This design comes from an exercise in tuning for small area, a short achievable clock period and few clock cycles on the open sky130 flow, not from production work.
Only simulation tests tie the RTL to the original design; equivalence was not proved.
No activity file was given, so power comes from the tool's default toggle rates.

**flow/design.v**
```verilog
package isa_pkg;
    typedef enum logic [3:0]
    {
        ADD  = 4'd0,
        SUB  = 4'd1,
        AND  = 4'd2,
        OR   = 4'd3,
        ADDI = 4'd4,
        LW   = 4'd5,
        SW   = 4'd6,
        BEQ  = 4'd7,
        IN   = 4'd8,
        OUT  = 4'd9,
        HALT = 4'd15  
    } opcode_t;
    typedef struct packed
    {
        opcode_t    opcode;
        logic [3:0] rd;
        logic [3:0] rs1;
        logic [3:0] rs2;
    } r_fields_t;
    typedef struct packed
    {
        opcode_t           opcode;
        logic [3:0]        rd;    
        logic [3:0]        rs1;
        logic signed [3:0] imm4;
    } i_fields_t;
    typedef union packed
    {
        r_fields_t r;
        i_fields_t i;
    } instr_u;
    typedef enum logic [1:0]
    {
        ALU_ADD,
        ALU_SUB,
        ALU_AND,
        ALU_OR
    } alu_op_t;
endpackage
package ctrl_pkg;
    typedef enum logic [2:0]
    {
        FETCH,
        DECODE,
        EXEC,
        MEM,
        WB,
        HALTED
    } state_t;
    typedef enum logic
    {
        SRC_A_PC,
        SRC_A_REG
    } src_a_t;
    typedef enum logic [1:0]
    {
        SRC_B_REG,
        SRC_B_ONE,
        SRC_B_IMM
    } src_b_t;
    typedef enum logic [1:0]
    {
        WB_ALU,
        WB_MDR,
        WB_IO
    } wb_sel_t;
endpackage
`timescale 1ns/10ps
module fetch_stage
(
    input  logic                      clock,
    input  logic                      rst_n,
    input  logic                      pc_write,
    input  logic                      ir_write,
    input  logic                      iord,
    input  logic [16-1:0]    pc_next,
    input  logic [16-1:0]    alu_out,
    input  logic [16-1:0]    mem_rdata,
    output logic [16-1:0]    pc,
    output logic [8-1:0] mem_addr,
    output isa_pkg::instr_u           instr
);
    always_ff @(posedge clock)
    begin
        if (!rst_n)
            pc <= 16'(0);
        else if (pc_write)
            pc <= pc_next;
    end
    always_ff @(posedge clock)
    begin
        if (ir_write)
            instr <= mem_rdata;
    end
    assign mem_addr = iord ? alu_out[8-1:0] : pc[8-1:0];
endmodule
`timescale 1ns/10ps
module decode_stage
(
    input  logic                   clock,
    input  logic                   rst_n,
    input  isa_pkg::instr_u        instr,
    input  logic                   reg_write,
    input  logic [16-1:0] wb_data,
    output logic [16-1:0] a_q,
    output logic [16-1:0] b_q,
    output logic [16-1:0] imm
);
    logic [16-1:0] regs [16];
    logic [3:0]             rb_addr;
    always_comb
    begin
        case (instr.r.opcode)
            isa_pkg::ADD, isa_pkg::SUB, isa_pkg::AND, isa_pkg::OR: rb_addr = instr.r.rs2;
            default:           rb_addr = instr.r.rd;
        endcase
    end
    always_ff @(posedge clock)
    begin
        if (!rst_n)
        begin
            for (int i = 0; i < 16; i++)
                regs[i] <= '0;
        end
        else if (reg_write)
            regs[instr.r.rd] <= wb_data;
    end
    always_ff @(posedge clock)
    begin
        a_q <= regs[instr.r.rs1];
        b_q <= regs[rb_addr];
    end
    assign imm = {{(16-4){instr.i.imm4[3]}}, instr.i.imm4};
endmodule
`timescale 1ns/10ps
module execute_stage
(
    input  logic                   clock,
    input  logic                   rst_n,
    input  logic [16-1:0] pc,
    input  logic [16-1:0] a_q,
    input  logic [16-1:0] b_q,
    input  logic [16-1:0] imm,
    input  ctrl_pkg::src_a_t       src_a,
    input  ctrl_pkg::src_b_t       src_b,
    input  isa_pkg::alu_op_t       alu_op,
    input  logic                   branch,
    output logic [16-1:0] alu_out,
    output logic [16-1:0] pc_next,
    output logic                   branch_eq
);
    logic [16-1:0] opnd_a;
    logic [16-1:0] opnd_b;
    logic [16-1:0] alu_result;
    assign opnd_a = src_a == ctrl_pkg::SRC_A_PC ? pc : a_q;
    always_comb
    begin
        case (src_b)
            ctrl_pkg::SRC_B_ONE: opnd_b = 16'(1);
            ctrl_pkg::SRC_B_IMM: opnd_b = imm;
            default:   opnd_b = b_q;
        endcase
    end
    always_comb
    begin
        case (alu_op)
            isa_pkg::ALU_SUB: alu_result = opnd_a - opnd_b;
            isa_pkg::ALU_AND: alu_result = opnd_a & opnd_b;
            isa_pkg::ALU_OR:  alu_result = opnd_a | opnd_b;
            default: alu_result = opnd_a + opnd_b;  
        endcase
    end
    always_ff @(posedge clock)
    begin
        if (!rst_n)
            alu_out <= '0;
        else
            alu_out <= alu_result;
    end
    assign pc_next   = branch ? pc + imm : alu_result;
    assign branch_eq = a_q == b_q;
endmodule
`timescale 1ns/10ps
module unified_memory
(
    input  logic                      clock,
    input  logic                      rst_n,
    input  logic                      load_en,
    input  logic [8-1:0] load_addr,
    input  logic [16-1:0]    load_data,
    input  logic [8-1:0] addr,
    input  logic [16-1:0]    wdata,
    input  logic                      mem_write,
    output logic [16-1:0]    rdata
);
    logic [16-1:0] ram [2**8];
    always_ff @(posedge clock)
    begin
        if (!rst_n)
        begin
            if (load_en)
                ram[load_addr] <= load_data;
        end
        else if (mem_write)
            ram[addr] <= wdata;
    end
    assign rdata = ram[addr];  
endmodule
`timescale 1ns/10ps
module memory_stage
(
    input  logic                   clock,
    input  logic                   rst_n,
    input  logic [16-1:0] mem_rdata,
    input  logic [16-1:0] alu_out,
    input  logic [16-1:0] a_q,
    input  logic [16-1:0] io_in,
    input  ctrl_pkg::wb_sel_t      wb_sel,
    input  logic                   io_write,
    output logic [16-1:0] wb_data,
    output logic [16-1:0] io_out,
    output logic                   io_strobe
);
    logic [16-1:0] mdr;
    always_ff @(posedge clock)
    begin
        mdr <= mem_rdata;
    end
    always_ff @(posedge clock)
    begin
        if (!rst_n)
        begin
            io_out    <= '0;
            io_strobe <= 1'b0;
        end
        else
        begin
            if (io_write)
                io_out <= a_q;
            io_strobe <= io_write;
        end
    end
    always_comb
    begin
        case (wb_sel)
            ctrl_pkg::WB_MDR:  wb_data = mdr;
            ctrl_pkg::WB_IO:   wb_data = io_in;
            default: wb_data = alu_out;
        endcase
    end
endmodule
`timescale 1ns/10ps
module cycle_controller
(
    input  logic              clock,
    input  logic              rst_n,
    input  isa_pkg::opcode_t  opcode,
    input  logic              branch_eq,
    output logic              pc_write,
    output logic              ir_write,
    output logic              iord,
    output ctrl_pkg::src_a_t  src_a,
    output ctrl_pkg::src_b_t  src_b,
    output isa_pkg::alu_op_t  alu_op,
    output logic              branch,
    output logic              mem_write,
    output logic              reg_write,
    output ctrl_pkg::wb_sel_t wb_sel,
    output logic              io_write,
    output logic              halted
);
    ctrl_pkg::state_t state;
    ctrl_pkg::state_t state_next;
    logic   is_rtype;
    assign is_rtype = (opcode == isa_pkg::ADD) || (opcode == isa_pkg::SUB) || (opcode == isa_pkg::AND) || (opcode == isa_pkg::OR);
    always_ff @(posedge clock)
    begin
        if (!rst_n)
            state <= ctrl_pkg::FETCH;
        else
            state <= state_next;
    end
    always_comb
    begin
        state_next = state;
        pc_write   = 1'b0;
        ir_write   = 1'b0;
        iord       = 1'b0;
        src_a      = ctrl_pkg::SRC_A_PC;
        src_b      = ctrl_pkg::SRC_B_ONE;
        alu_op     = isa_pkg::ALU_ADD;
        branch     = 1'b0;
        mem_write  = 1'b0;
        reg_write  = 1'b0;
        wb_sel     = ctrl_pkg::WB_ALU;
        io_write   = 1'b0;
        halted     = 1'b0;
        case (state)
            ctrl_pkg::FETCH:
            begin
                ir_write   = 1'b1;
                pc_write   = 1'b1;  
                state_next = ctrl_pkg::DECODE;
            end
            ctrl_pkg::DECODE:
            begin
                if (is_rtype || opcode == isa_pkg::ADDI || opcode == isa_pkg::LW || opcode == isa_pkg::SW ||
                    opcode == isa_pkg::BEQ)
                    state_next = ctrl_pkg::EXEC;
                else if (opcode == isa_pkg::IN)
                    state_next = ctrl_pkg::WB;
                else if (opcode == isa_pkg::OUT)
                    state_next = ctrl_pkg::MEM;
                else
                    state_next = ctrl_pkg::HALTED;
            end
            ctrl_pkg::EXEC:
            begin
                src_a = ctrl_pkg::SRC_A_REG;
                src_b = is_rtype || opcode == isa_pkg::BEQ ? ctrl_pkg::SRC_B_REG : ctrl_pkg::SRC_B_IMM;
                case (opcode)
                    isa_pkg::SUB, isa_pkg::BEQ: alu_op = isa_pkg::ALU_SUB;
                    isa_pkg::AND:      alu_op = isa_pkg::ALU_AND;
                    isa_pkg::OR:       alu_op = isa_pkg::ALU_OR;
                    default:  alu_op = isa_pkg::ALU_ADD;
                endcase
                if (opcode == isa_pkg::BEQ)
                begin
                    branch     = 1'b1;
                    pc_write   = branch_eq;
                    state_next = ctrl_pkg::FETCH;
                end
                else if (opcode == isa_pkg::LW || opcode == isa_pkg::SW)
                    state_next = ctrl_pkg::MEM;
                else
                    state_next = ctrl_pkg::WB;
            end
            ctrl_pkg::MEM:
            begin
                iord       = 1'b1;
                mem_write  = opcode == isa_pkg::SW;
                io_write   = opcode == isa_pkg::OUT;
                state_next = opcode == isa_pkg::LW ? ctrl_pkg::WB : ctrl_pkg::FETCH;
            end
            ctrl_pkg::WB:
            begin
                reg_write = 1'b1;
                if (opcode == isa_pkg::LW)
                    wb_sel = ctrl_pkg::WB_MDR;
                else if (opcode == isa_pkg::IN)
                    wb_sel = ctrl_pkg::WB_IO;
                state_next = ctrl_pkg::FETCH;
            end
            default:
                halted = 1'b1;  
        endcase
    end
endmodule
`timescale 1ns/10ps
module mc16_cpu
(
    input  logic                      clock,
    input  logic                      rst_n,
    input  logic                      load_en,
    input  logic [8-1:0] load_addr,
    input  logic [16-1:0]    load_data,
    input  logic [16-1:0]    io_in,
    output logic [16-1:0]    io_out,
    output logic                      io_strobe,
    output logic                      halted
);
    logic    pc_write;
    logic    ir_write;
    logic    iord;
    ctrl_pkg::src_a_t  src_a;
    ctrl_pkg::src_b_t  src_b;
    isa_pkg::alu_op_t alu_op;
    logic    branch;
    logic    mem_write;
    logic    reg_write;
    ctrl_pkg::wb_sel_t wb_sel;
    logic    io_write;
    isa_pkg::instr_u                    instr;
    logic [16-1:0]    pc;
    logic [16-1:0]    pc_next;
    logic [8-1:0] mem_addr;
    logic [16-1:0]    mem_rdata;
    logic [16-1:0]    a_q;
    logic [16-1:0]    b_q;
    logic [16-1:0]    imm;
    logic [16-1:0]    alu_out;
    logic [16-1:0]    wb_data;
    logic                      branch_eq;
    cycle_controller i_cycle_controller
    (
        .clock     (clock),
        .rst_n     (rst_n),
        .opcode    (instr.r.opcode),
        .branch_eq (branch_eq),
        .pc_write  (pc_write),
        .ir_write  (ir_write),
        .iord      (iord),
        .src_a     (src_a),
        .src_b     (src_b),
        .alu_op    (alu_op),
        .branch    (branch),
        .mem_write (mem_write),
        .reg_write (reg_write),
        .wb_sel    (wb_sel),
        .io_write  (io_write),
        .halted    (halted)
    );
    fetch_stage i_fetch_stage
    (
        .clock     (clock),
        .rst_n     (rst_n),
        .pc_write  (pc_write),
        .ir_write  (ir_write),
        .iord      (iord),
        .pc_next   (pc_next),
        .alu_out   (alu_out),
        .mem_rdata (mem_rdata),
        .pc        (pc),
        .mem_addr  (mem_addr),
        .instr     (instr)
    );
    decode_stage i_decode_stage
    (
        .clock     (clock),
        .rst_n     (rst_n),
        .instr     (instr),
        .reg_write (reg_write),
        .wb_data   (wb_data),
        .a_q       (a_q),
        .b_q       (b_q),
        .imm       (imm)
    );
    execute_stage i_execute_stage
    (
        .clock     (clock),
        .rst_n     (rst_n),
        .pc        (pc),
        .a_q       (a_q),
        .b_q       (b_q),
        .imm       (imm),
        .src_a     (src_a),
        .src_b     (src_b),
        .alu_op    (alu_op),
        .branch    (branch),
        .alu_out   (alu_out),
        .pc_next   (pc_next),
        .branch_eq (branch_eq)
    );
    unified_memory i_unified_memory
    (
        .clock     (clock),
        .rst_n     (rst_n),
        .load_en   (load_en),
        .load_addr (load_addr),
        .load_data (load_data),
        .addr      (mem_addr),
        .wdata     (b_q),  
        .mem_write (mem_write),
        .rdata     (mem_rdata)
    );
    memory_stage i_memory_stage
    (
        .clock     (clock),
        .rst_n     (rst_n),
        .mem_rdata (mem_rdata),
        .alu_out   (alu_out),
        .a_q       (a_q),
        .io_in     (io_in),
        .wb_sel    (wb_sel),
        .io_write  (io_write),
        .wb_data   (wb_data),
        .io_out    (io_out),
        .io_strobe (io_strobe)
    );
endmodule
```
**flow/constraint.sdc**
```tcl
create_clock -name core_clock -period 10.0 [get_ports {clock}]
set_input_delay 2.0000 -clock core_clock [delete_from_list [all_inputs] [get_ports {clock}]]
set_output_delay 2.0000 -clock core_clock [all_outputs]
set_load 0.01 [all_outputs]
```
**flow/run.sh**
```bash
#!/bin/bash
# synth_recipe.tcl (not shown) runs the flow's synth.tcl, then flattens the netlist and writes it again
# the make line also repeats each setting of config.mk as NAME=value (left out here)
make -C /OpenROAD-flow-scripts/flow DESIGN_CONFIG=/design/flow/config.mk WORK_HOME=/design/flow/orfs CLKGATE_MAP_FILE= SYNTH_SCRIPT=/design/flow/synth_recipe.tcl finish
```
**flow/config.mk**
```make
export PLATFORM = sky130hd
export DESIGN_NAME = mc16_cpu
export DESIGN_NICKNAME = mc16_cpu
export VERILOG_FILES = /design/flow/design.v
export SDC_FILE = /design/flow/constraint.sdc
export NUM_CORES = 4
export LEC_CHECK = 0
export CAP_MARGIN = 20
export CORE_MARGIN = 2
export CORE_UTILIZATION = 40
export SLEW_MARGIN = 40
```
==> flow_metrics.env, run 1 <==
export IMPL_root_buffer="clkbuf_16"
export IMPL_rsz0062_at_grt="no"
export IMPL_fin_tns_setup_ns=0
export IMPL_io_pins=61
export IMPL_viasPerCell=6.13
export IMPL_register_area_mm2=0.133
export IMPL_cp_max_fo=101
export IMPL_coreArea_mm2=0.445
export IMPL_cellLeakagePower_nw=63.7
export IMPL_dp_hpwl_um=389000
export IMPL_hold_path_end="i_memory_stage.io_out[4]"
export IMPL_synth_seq_cells=4468
export IMPL_fmax_mhz=152
export IMPL_p_sw_w=0.0186
export IMPL_p_comb_share_pct=29.3
export IMPL_finClkSkew_ns=0.0835
export IMPL_grt_pass1_wl_um=834000
export IMPL_postPlaceCellArea_mm2=0.189
export IMPL_synth_top_cell_by_area="edfxtp_1"
export IMPL_vias=104000
export IMPL_cts_resized=0
export IMPL_start_util_pct=40.1
export IMPL_switching_share_pct=34.4
export IMPL_synthCells=10300
export IMPL_cts_tree="done"
export IMPL_synth_async_sr_flop_share_pct=0
export IMPL_r2r_setup_slack_ns=3.41
export IMPL_port_buffer_count=60
export IMPL_rows=245
export IMPL_fin_nets=10600
export IMPL_ys_flop_type="edfxtp_1"
export IMPL_clkSlewWorstSetupHoldPaths_ns=0.06
export IMPL_startpoint_type="register"
export IMPL_globalRouteTotalUtil_pct=26.6
export IMPL_internal_power_w=0.0355
export IMPL_grt_ovfl_total=0
export IMPL_die_h_um=672
export IMPL_multi_input_comb_area_mm2=0.0444
export IMPL_r2r_end="i_fetch_stage.instr[12]"
export IMPL_end_kind="register"
export IMPL_hold_path_class="reg2reg"
export IMPL_maxCapViolCount=0
export IMPL_grt_max_degree=153
export IMPL_avgSynthCellArea_um2=17.3
export IMPL_dieArea_mm2=0.451
export IMPL_worstPathArrival_ns=7.29
export IMPL_detail_route_antenna_nets=0
export IMPL_cts_max_path_buffers=4
export IMPL_power_density_mw_per_mm2=265
export IMPL_setup_ws_ns=3.41
export IMPL_clkPwrFrac_pct=31.0
export IMPL_final_max_slew_viol_count=0
export IMPL_synth_edff_count=4368
export IMPL_tightest_slew_ns=1.04
export IMPL_worstRegToRegCells=11
export IMPL_finalSetupViolCount=0
export IMPL_yosysWarnings=6
export IMPL_slew_headroom_pct=30.4
export IMPL_cp_required_ns=10.70
export IMPL_synth_distinct_cells=82
export IMPL_synth_nets=10400
export IMPL_gp_congestion=0.988
export IMPL_htreeDepth=5
export IMPL_synth_top_area_share_pct=73.5
export IMPL_rr_startpoint="i_cycle_controller.state[0]"
export IMPL_drc_errors=0
export IMPL_seq_power_share_pct=39.7
export IMPL_grt_pass1_vias=100000
export IMPL_worstHoldPathCells=2
export IMPL_hold_viol=0
export IMPL_design_area_mm2=0.204
export IMPL_cts_buffers=443
export IMPL_status="finished clean"
export IMPL_postCtsSetupRepairBufs=0
export IMPL_syn_area_mm2=0.178
export IMPL_max_vdd_ir_drop_uv=271
export IMPL_clock_latency_ns=1.03
export IMPL_routed_wl_um=611000
export IMPL_syn_to_final_growth_pct=14.5
export IMPL_path_class="reg2reg"
export IMPL_cts_num_sinks=4468
export IMPL_period_needed_ns=6.59
export IMPL_antenna_found_initial=50
export IMPL_initialDrtViolationCount=16400
export IMPL_die_w_um=672
export IMPL_layout_drive_gt1_share_pct=21.0
export IMPL_yosys_top_cells_area="edfxtp_1 74%, mux4_2 11%, nand2_1 3.4%, nor2_1 1.3%, nand3_1 1.3%"
export IMPL_ctsHoldBuffers=0
export IMPL_min_from="i_memory_stage.io_out[4]"
export IMPL_fillers=37400
export IMPL_place_ws_ns=3.39
export IMPL_yosysSeqAreaShare_pct=74.6
export IMPL_wire_per_inst_um=36.2
export IMPL_first_pass_iters=8
export IMPL_fin_crit_sh_pct=65.9
layout by cell type, fill, tap and decap left out, types with 93 or more instances in the layout:
| cell type | Yosys | routed |
|---|---|---|
| mux4_2 | 894 | 894 |
| nand3_1 | 448 | 447 |
| nor2_1 | 633 | 459 |
| dfxtp_1 | 100 | 99 |
| edfxtp_1 | 4368 | 4368 |
| nor2_4 | 0 | 172 |
| clkbuf_1 | 338 | 93 |
| buf_4 | 53 | 322 |
| clkinv_1 | 0 | 102 |
| a21oi_1 | 176 | 152 |
| mux2i_1 | 162 | 144 |
| a31oi_1 | 220 | 206 |
| clkbuf_16 | 0 | 449 |
| nand2_1 | 1624 | 1575 |
registers in the layout (all words and copies together) (netlist names):
| name | cells |
|---|---|
| i_execute_stage.alu_out | 16 |
| i_cycle_controller.state | 3 |
| i_decode_stage.regs | 256 |
| i_decode_stage.b_q | 16 |
| i_fetch_stage.pc | 16 |
| i_decode_stage.a_q | 16 |
| i_unified_memory.ram | 4096 |
| i_memory_stage.mdr | 16 |
| i_fetch_stage.instr | 16 |
| i_memory_stage.io_strobe | 1 |
| i_memory_stage.io_out | 16 |
worst max path at each step:
stage,startpoint,endpoint,slack [ns]
4_1_cts,i_cycle_controller.state[0],i_fetch_stage.instr[13],3.31
2_1_floorplan,rst_n,i_unified_memory.ram[0][10],2.89
5_1_grt,i_cycle_controller.state[0],i_fetch_stage.instr[12],3.16
3_5_place_dp,i_cycle_controller.state[0],i_fetch_stage.instr[13],3.39
6_report,i_cycle_controller.state[0],i_fetch_stage.instr[12],3.41
3_3_place_gp,i_cycle_controller.state[0],i_fetch_stage.instr[1],2.63
layout make-up:
class                      count  area share, %
antenna                       35         0.0429
clock buffer                 552           5.74
clock inverter               270           1.40
inverter                      34         0.0625
multi-input combinational   5144           21.7
sequential                  4468           65.2
tap                         5928           3.63
timing repair buffer         460           2.20
power groups by stage:
stage	registers (W)	clock network [W]	logic (W)
CTS	0.0215	0.0169	0.0155
finish	0.0215	0.0168	0.0159
global route	0.0215	0.0176	0.0163
floorplan	0.0215	0	0.00914
detailed placement	0.0219	0	0.0154
global placement	0.0219	0	0.0152
cell families after synthesis:
group	share of synthesized area [%]
simple gates	7.32
mux	12.3
flops	74.6
buf+inv	1.74
xor+xnor	0.226
fa+ha+maj	0.262
compound gates	3.50
metrics by stage:
stage	power [W]	std cells	util [%]	hold slack, ns
floorplan	0.0306	10300	-	0.500
global placement	0.0371	16000	42.2	0.473
detailed placement	0.0373	16000	42.5	0.482
CTS	0.0539	16800	45.8	0.502
global route	0.0554	16900	45.9	0.518
finish	0.0542	16900	45.9	0.496
synth_stat cells, drive strengths merged, types with 13 or more instances:
cell	instances
a22o	15
clkbuf	339
nand4	77
mux2i	163
buf	309
mux2	16
or3	13
xnor2	34
inv	34
nor4	22
o31ai	14
a22oi	65
o22ai	50
dfxtp	100
edfxtp	4368
mux4	894
o21ai	84
nand2	1624
a21oi	176
nand3	448
a31o	22
or4	16
a211oi	31
a31oi	220
ha	31
a221oi	19
a32oi	33
a21o	13
and3	82
o211ai	57
and2	37
o2111ai	25
nor3	44
a311oi	21
nor2	634
per-layer routing:
| metal | up-vias | global-route usage, % | part of all wire, % |
|---|---|---|---|
| met5 | - | 0.181 | 0.044 |
| met4 | 24 | 15.3 | 6.8 |
| met3 | 1292 | 7.41 | 12 |
| met2 | 6422 | 40.1 | 45 |
| met1 | 54500 | 34.7 | 37 |
| li1 | 41400 | - | - |
critical path, stage by stage (launching register included):
cell and delay, ns:
dfxtp_1 0.65, and4b_1 0.62, a21o_4 0.61, buf_12 0.52
buf_12 0.58, mux2i_1 0.25, mux2i_1 0.11, o2111ai_1 0.62
nand4_1 0.47, or4_1 0.61, or4_1 0.51, or4_1 0.50
Testbench counts, summed over its fixed seeds: cycles 227,266.
==> run 2, diff against run 1 <==
==> flow/design.v (replaced) <==
`timescale 1ns/10ps
module mc16_cpu
(
    input  logic                      clock,
    input  logic                      rst_n,
    input  logic                      load_en,
    input  logic [8-1:0] load_addr,
    input  logic [16-1:0]    load_data,
    input  logic [16-1:0]    io_in,
    output logic [16-1:0]    io_out,
    output logic                      io_strobe,
    output logic                      halted
);
    logic        rst_q;
    logic [15:0] io_in_q;
    always_ff @(posedge clock)
    begin
        rst_q   <= rst_n;
        io_in_q <= io_in;
    end
    logic [15:0] ir;
    logic        ir_valid;
    logic [7:0]  mar;        
    logic [7:0]  fpc;        
    logic        ld_busy;    
    logic [3:0]  ld_rd;
    logic [15:0] ram  [256];
    logic [15:0] regs [16];
    logic [15:0] rdata;
    assign rdata = ram[mar];
    logic [3:0] op, rd, rs1, rs2;
    assign op  = ir[15:12];
    assign rd  = ir[11:8];
    assign rs1 = ir[7:4];
    assign rs2 = ir[3:0];
    logic [15:0] imm;
    assign imm = {{12{ir[3]}}, ir[3:0]};
    logic run;
    assign run = ir_valid && !ld_busy && !halted;
    logic is_alu, is_addi, is_lw, is_sw, is_beq, is_in, is_out, is_halt;
    assign is_alu  = run && op[3:2] == 2'b00;
    assign is_addi = run && op == 4'd4;
    assign is_lw   = run && op == 4'd5;
    assign is_sw   = run && op == 4'd6;
    assign is_beq  = run && op == 4'd7;
    assign is_in   = run && op == 4'd8;
    assign is_out  = run && op == 4'd9;
    assign is_halt = run && (op >= 4'd10);
    logic [15:0] ra, rb, rc;
    assign ra = regs[rs1];
    assign rb = regs[rs2];
    assign rc = regs[rd];
    logic [15:0] opb, sum, alu;
    logic        sub;
    assign sub = op == 4'd1;
    assign opb = op[2] ? imm : rb;
    assign sum = ra + (sub ? ~opb : opb) + {15'd0, sub};
    always_comb
    begin
        case (op[1:0])
            2'd2:    alu = ra & rb;
            2'd3:    alu = ra | rb;
            default: alu = sum;
        endcase
    end
    logic [7:0] eaddr;
    assign eaddr = ra[7:0] + imm[7:0];
    logic taken;
    assign taken = is_beq && (ra == rc);
    logic        wp_we;
    logic [7:0]  wp_addr;
    logic [15:0] wp_data;
    always_ff @(posedge clock)
    begin
        if (!rst_n)
        begin
            wp_we   <= load_en;
            wp_addr <= load_addr;
            wp_data <= load_data;
        end
        else
        begin
            wp_we   <= is_sw;
            wp_addr <= eaddr;
            wp_data <= rc;
        end
    end
    always_ff @(posedge clock)
    begin
        if (wp_we)
            ram[wp_addr] <= wp_data;
    end
    logic refetch;
    assign refetch = (wp_we && wp_addr == mar) || (is_sw && eaddr == mar);
    logic        reg_we;
    logic [3:0]  reg_waddr;
    logic [15:0] reg_wdata;
    always_comb
    begin
        reg_we    = 1'b0;
        reg_waddr = rd;
        reg_wdata = alu;
        if (ld_busy)
        begin
            reg_we    = 1'b1;
            reg_waddr = ld_rd;
            reg_wdata = rdata;
        end
        else if (is_in)
        begin
            reg_we    = 1'b1;
            reg_wdata = io_in_q;
        end
        else if (is_alu || is_addi)
            reg_we = 1'b1;
    end
    always_ff @(posedge clock)
    begin
        for (int i = 0; i < 16; i++)
        begin
            if (!rst_q)
                regs[i] <= '0;
            else if (reg_we && reg_waddr == 4'(i))
                regs[i] <= reg_wdata;
        end
    end
    always_ff @(posedge clock)
    begin
        if (!rst_n)
        begin
            ir_valid  <= 1'b0;
            mar       <= 8'd0;
            ld_busy   <= 1'b0;
            halted    <= 1'b0;
            io_strobe <= 1'b0;
        end
        else
        begin
            io_strobe <= is_out;
            if (is_halt)
                halted <= 1'b1;
            if (ld_busy)
            begin
                ld_busy <= 1'b0;
                mar     <= fpc;
            end
            else if (!halted)
            begin
                ir <= rdata;
                if (taken)
                begin
                    ir_valid <= 1'b0;
                    mar      <= mar + imm[7:0];
                end
                else if (is_lw)
                begin
                    ir_valid <= !refetch;
                    ld_busy  <= 1'b1;
                    mar      <= eaddr;
                end
                else if (refetch)
                    ir_valid <= 1'b0;
                else
                begin
                    ir_valid <= 1'b1;
                    mar      <= mar + 8'd1;
                end
            end
        end
    end
    always_ff @(posedge clock)
    begin
        if (is_lw)
        begin
            ld_rd <= rd;
            fpc   <= refetch ? mar : mar + 8'd1;
        end
        if (is_out)
            io_out <= ra;
    end
endmodule
--- a/flow/config.mk
+++ b/flow/config.mk
@@ -8,4 +8,6 @@
 export CAP_MARGIN = 20
 export CORE_MARGIN = 2
 export CORE_UTILIZATION = 40
+export SETUP_SLACK_MARGIN = 5
 export SLEW_MARGIN = 40
+export TNS_END_PERCENT = 10
==> run 2 against run 1 <==
Sequential share of layout area down 1.9 points; cell area grew 1.1%; total power is 9.1% higher; register-to-register slack improved by 1.4 ns; sequential power is 7% higher; largest cell class unchanged; setup slack better by 1.4 ns; still clean on timing, DRC and antenna; critical endpoint is now regs[15][14]; non-clock buffer count is 276 higher; fmax up 28%; count of clock-buffer cells in the layout fell by 4; sequential cell count is 10 lower; final cell count fell by 6.3%.
==> flow_metrics.env, run 2 <==
export IMPL_ys_flop_type="edfxtp_1"
export IMPL_clock_latency_ns=1.01
export IMPL_layout_drive_gt1_share_pct=29.8
export IMPL_top_register="ram"
export IMPL_fin_cells=15800
export IMPL_fillers=36600
export IMPL_avgSynthCellArea_um2=20.0
export IMPL_multi_input_comb_area_mm2=0.0463
export IMPL_r2r_end="regs[15][14]"
export IMPL_rsz0062_at_grt="yes"
export IMPL_path_cells="buf_12 > clkbuf_16 > buf_12 > buf_4 > nand2b_1 > a2bb2oi_1 > nor2_1 > o21ai_0 > o211a_2 > ha_1 > a21oi_1 > a21oi_2 > nand4b_1 > buf_4 > buf_4 > nand2_1 > nor4_4 > o32ai_4 > nor2_2 > a21oi_4 > buf_4 > buf_12 > a21oi_1"
export IMPL_synth_edff_count=4140
export IMPL_place_inst=14800
export IMPL_dp_hpwl_um=330000
export IMPL_grt_pass1_vias=94400
export IMPL_io_pins=61
export IMPL_setup_ws_ns=4.85
export IMPL_synth_top_area_share_pct=69.6
export IMPL_coreArea_mm2=0.445
export IMPL_hold_path_class="reg2reg"
export IMPL_viasPerCell=6.17
export IMPL_synth_top_cell_by_area="edfxtp_1"
export IMPL_clkSlewWorstSetupHoldPaths_ns=0.07
export IMPL_critPathMaxStageDelay_ns=0.46
export IMPL_htreeDepth=5
export IMPL_globalRouteTotalUtil_pct=23.4
export IMPL_cts_num_sinks=4458
export IMPL_largest_reg_flops=4096
export IMPL_grt_ovfl_total=0
export IMPL_path_delay_family="compound AO/OA/AOI/OAI gates"
export IMPL_dieArea_mm2=0.452
export IMPL_startpoint_type="register"
export IMPL_routed_wl_um=545000
export IMPL_syn_area_mm2=0.179
export IMPL_cp_buffers_inverters=8
export IMPL_grt_max_degree=193
export IMPL_finalSetupViolCount=0
export IMPL_synthCells=8944
export IMPL_layout_commonest_cell="edfxtp_1"
export IMPL_end_kind="register"
export IMPL_cp_max_fo=8
export IMPL_worst_path_max_delay_cell="o211a_2"
export IMPL_yosys_top_cells_area="edfxtp_1 70%, mux4_2 16%, dfxtp_1 3.6%, nor2_1 0.92%, a22oi_1 0.79%"
export IMPL_synth_async_sr_flop_share_pct=0
export IMPL_grt_pass1_wl_um=750000
export IMPL_final_cell_mix="4140 x edfxtp_1, 1265 x mux4_2, 497 x buf_4"
export IMPL_cp_startpoint="ir[5]"
export IMPL_syn_to_final_growth_pct=15.7
export IMPL_synth_seq_cells=4458
export IMPL_finClkSkew_ns=0.0578
export IMPL_max_vdd_ir_drop_uv=236
export IMPL_rr_startpoint="ir[5]"
export IMPL_yosysSeqAreaShare_pct=73.2
export IMPL_cellLeakagePower_nw=64.2
export IMPL_yosysWarnings=2
export IMPL_start_util_pct=40.1
export IMPL_worstRegToRegCells=23
export IMPL_antenna_found_initial=33
export IMPL_top_regs="ram x4096, regs x256"
export IMPL_cts_max_path_buffers=4
export IMPL_path_class="reg2reg"
export IMPL_drc_errors=0
export IMPL_tightest_slew_ns=1.03
export IMPL_status="finished clean"
export IMPL_final_max_slew_viol_count=0
export IMPL_timing_critical_path_mode_cell="buf_4"
export IMPL_fin_crit_sh_pct=51.5
export IMPL_die_w_um=672
export IMPL_vias=97800
export IMPL_power_density_mw_per_mm2=286
export IMPL_synth_distinct_cells=91
export IMPL_wire_per_inst_um=34.4
export IMPL_ctsHoldBuffers=0
export IMPL_register_area_mm2=0.131
export IMPL_worstPathArrival_ns=6.01
export IMPL_cts_tree="done"
export IMPL_slew_headroom_pct=31.5
export IMPL_r2r_setup_slack_ns=4.85
export IMPL_hold_viol=0
export IMPL_place_ws_ns=2.62
export IMPL_synth_nets=9019
export IMPL_fin_tns_setup_ns=0
export IMPL_root_buffer="clkbuf_16"
export IMPL_yosysMostFrequentCell="edfxtp_1"
export IMPL_cts_buffers=443
export IMPL_initialDrtViolationCount=14300
export IMPL_first_pass_iters=9
export IMPL_crit_cells=23
export IMPL_period_needed_ns=5.15
export IMPL_cp_required_ns=10.86
export IMPL_gp_congestion=1.01
export IMPL_fin_nets=9583
export IMPL_synth_commonest_cells="4140 x edfxtp_1, 1265 x mux4_2, 440 x nor2_1"
export IMPL_postPlaceCellArea_mm2=0.189
export IMPL_cp_endpoint="regs[15][14]"
export IMPL_design_area_mm2=0.206
export IMPL_fmax_mhz=194
export IMPL_rows=245
export IMPL_die_h_um=672
export IMPL_maxCapViolCount=0
export IMPL_whs_ns=0.534
export IMPL_detail_route_antenna_nets=0
export IMPL_port_buffer_count=60
-- run 2: changes by cell type after synthesis, moves of 170 or more --
cell / delta
mux4_2: +371
nand3_1: -362
dfxtp_1: +218
nand2_1: -1407
a31oi_1: -170
edfxtp_1: -228
nor2_1: -193
o21ai_0: +178
-- run 2: layer usage --
| metal | wire length (um) | part of all wire, % | global-route usage (%) | up-vias |
|---|---|---|---|---|
| li1 | - | - | - | 38600 |
| met3 | 53200 | 9.8 | 4.96 | 1104 |
| met5 | 103 | 0.019 | 0 | - |
| met1 | 218000 | 40 | 32.9 | 52300 |
| met2 | 250000 | 46 | 36.1 | 5688 |
| met4 | 23900 | 4.4 | 8.54 | 12 |
-- run 2: final cells by class --
cell class                 count  area share (%)
sequential                  4458            63.3
multi-input combinational   3825            22.4
clock buffer                 548            5.63
timing repair buffer         736            3.69
tap                         5928            3.59
clock inverter               275            1.22
inverter                      43          0.0909
antenna                       17          0.0206
timing repair inverter         1         0.00364
-- run 2: worst min-delay path by stage --
stage / start / endpoint / slack, ns / cells after the start
floorplan: ir[8] / ld_rd[0] / 0.42 / 0
global placement: regs[12][12] / regs[12][12] / 0.51 / 2
detailed placement: regs[12][12] / regs[12][12] / 0.51 / 2
CTS: regs[12][12] / regs[12][12] / 0.53 / 2
global route: regs[11][12] / regs[11][12] / 0.55 / 2
finish: regs[12][12] / regs[12][12] / 0.53 / 2
-- run 2: kinds of logic (layout without fill, tap and decap cells) --
group | after synthesis | after routing | synth area share, %
simple gates | 1047 | 1047 | 2.80
compound gates | 1185 | 1185 | 4.46
buf+inv | 661 | 1603 | 1.68
flops | 4458 | 4458 | 73.2
fa+ha+maj | 49 | 49 | 0.332
other cells | 0 | 17 | 0
xor+xnor | 75 | 75 | 0.376
mux | 1469 | 1469 | 17.2
-- run 2: worst min-delay path: stages, from the launching register on --
cell and delay, ns:
dfxtp_1 0.36, nand2_1 0.08, mux2i_1 0.05
-- run 2: per-stage QoR --
| step | util, % | power (W) |
|---|---|---|
| after global placement | 42.3 | 0.0404 |
| after floorplan | - | 0.0337 |
| after detailed placement | 42.5 | 0.0409 |
| final | 46.4 | 0.0591 |
| after global routing | 46.4 | 0.0607 |
| after CTS | 46.0 | 0.0580 |
-- run 2: what timing repair did --
item,4_1_cts,5_1_grt
resized for setup,112,143
cloned,10,15
buffers inserted,53,57
setup endpoints to repair,294,281
pin swaps,24,48
-- run 2: report_power, final --
group          internal, W  leakage [nW]  total, W  switching [W]
clock              0.00911          6.87    0.0163        0.00717
sequential          0.0223          40.2    0.0230       0.000768
combinational      0.00723          17.1    0.0198         0.0125
Testbench counts of run 2, summed over its fixed seeds: cycles 76,852.

-- port drivers added, routing unchanged --
No port has a modelled driver above. Below, the same layouts with a new extraction and two added sets of constraints.
Step 1 assumes that a clkbuf_16 drives the clock port and a buf_2 every other input.
Step 2 also shifts input and output timing later by t, the mid clock arrival at the registers, as if the neighbouring blocks saw the same clock.
Slacks: ideal / step 1 / step 2; pairs: ideal / step 1.
| run | shift t [ns] | slack for setup (ns) | worst setup path after step 2 | slew at the worst register clock pin (ns) |
|---|---|---|---|---|
| run 1 | 1.122 | 3.407 / 3.407 / 3.407 | register to register | 0.07 / 0.07 |
| run 2 | 1.095 | 4.848 / 4.848 / 4.848 | register to register | 0.07 / 0.07 |
After both steps setup and hold are still met in every run listed.
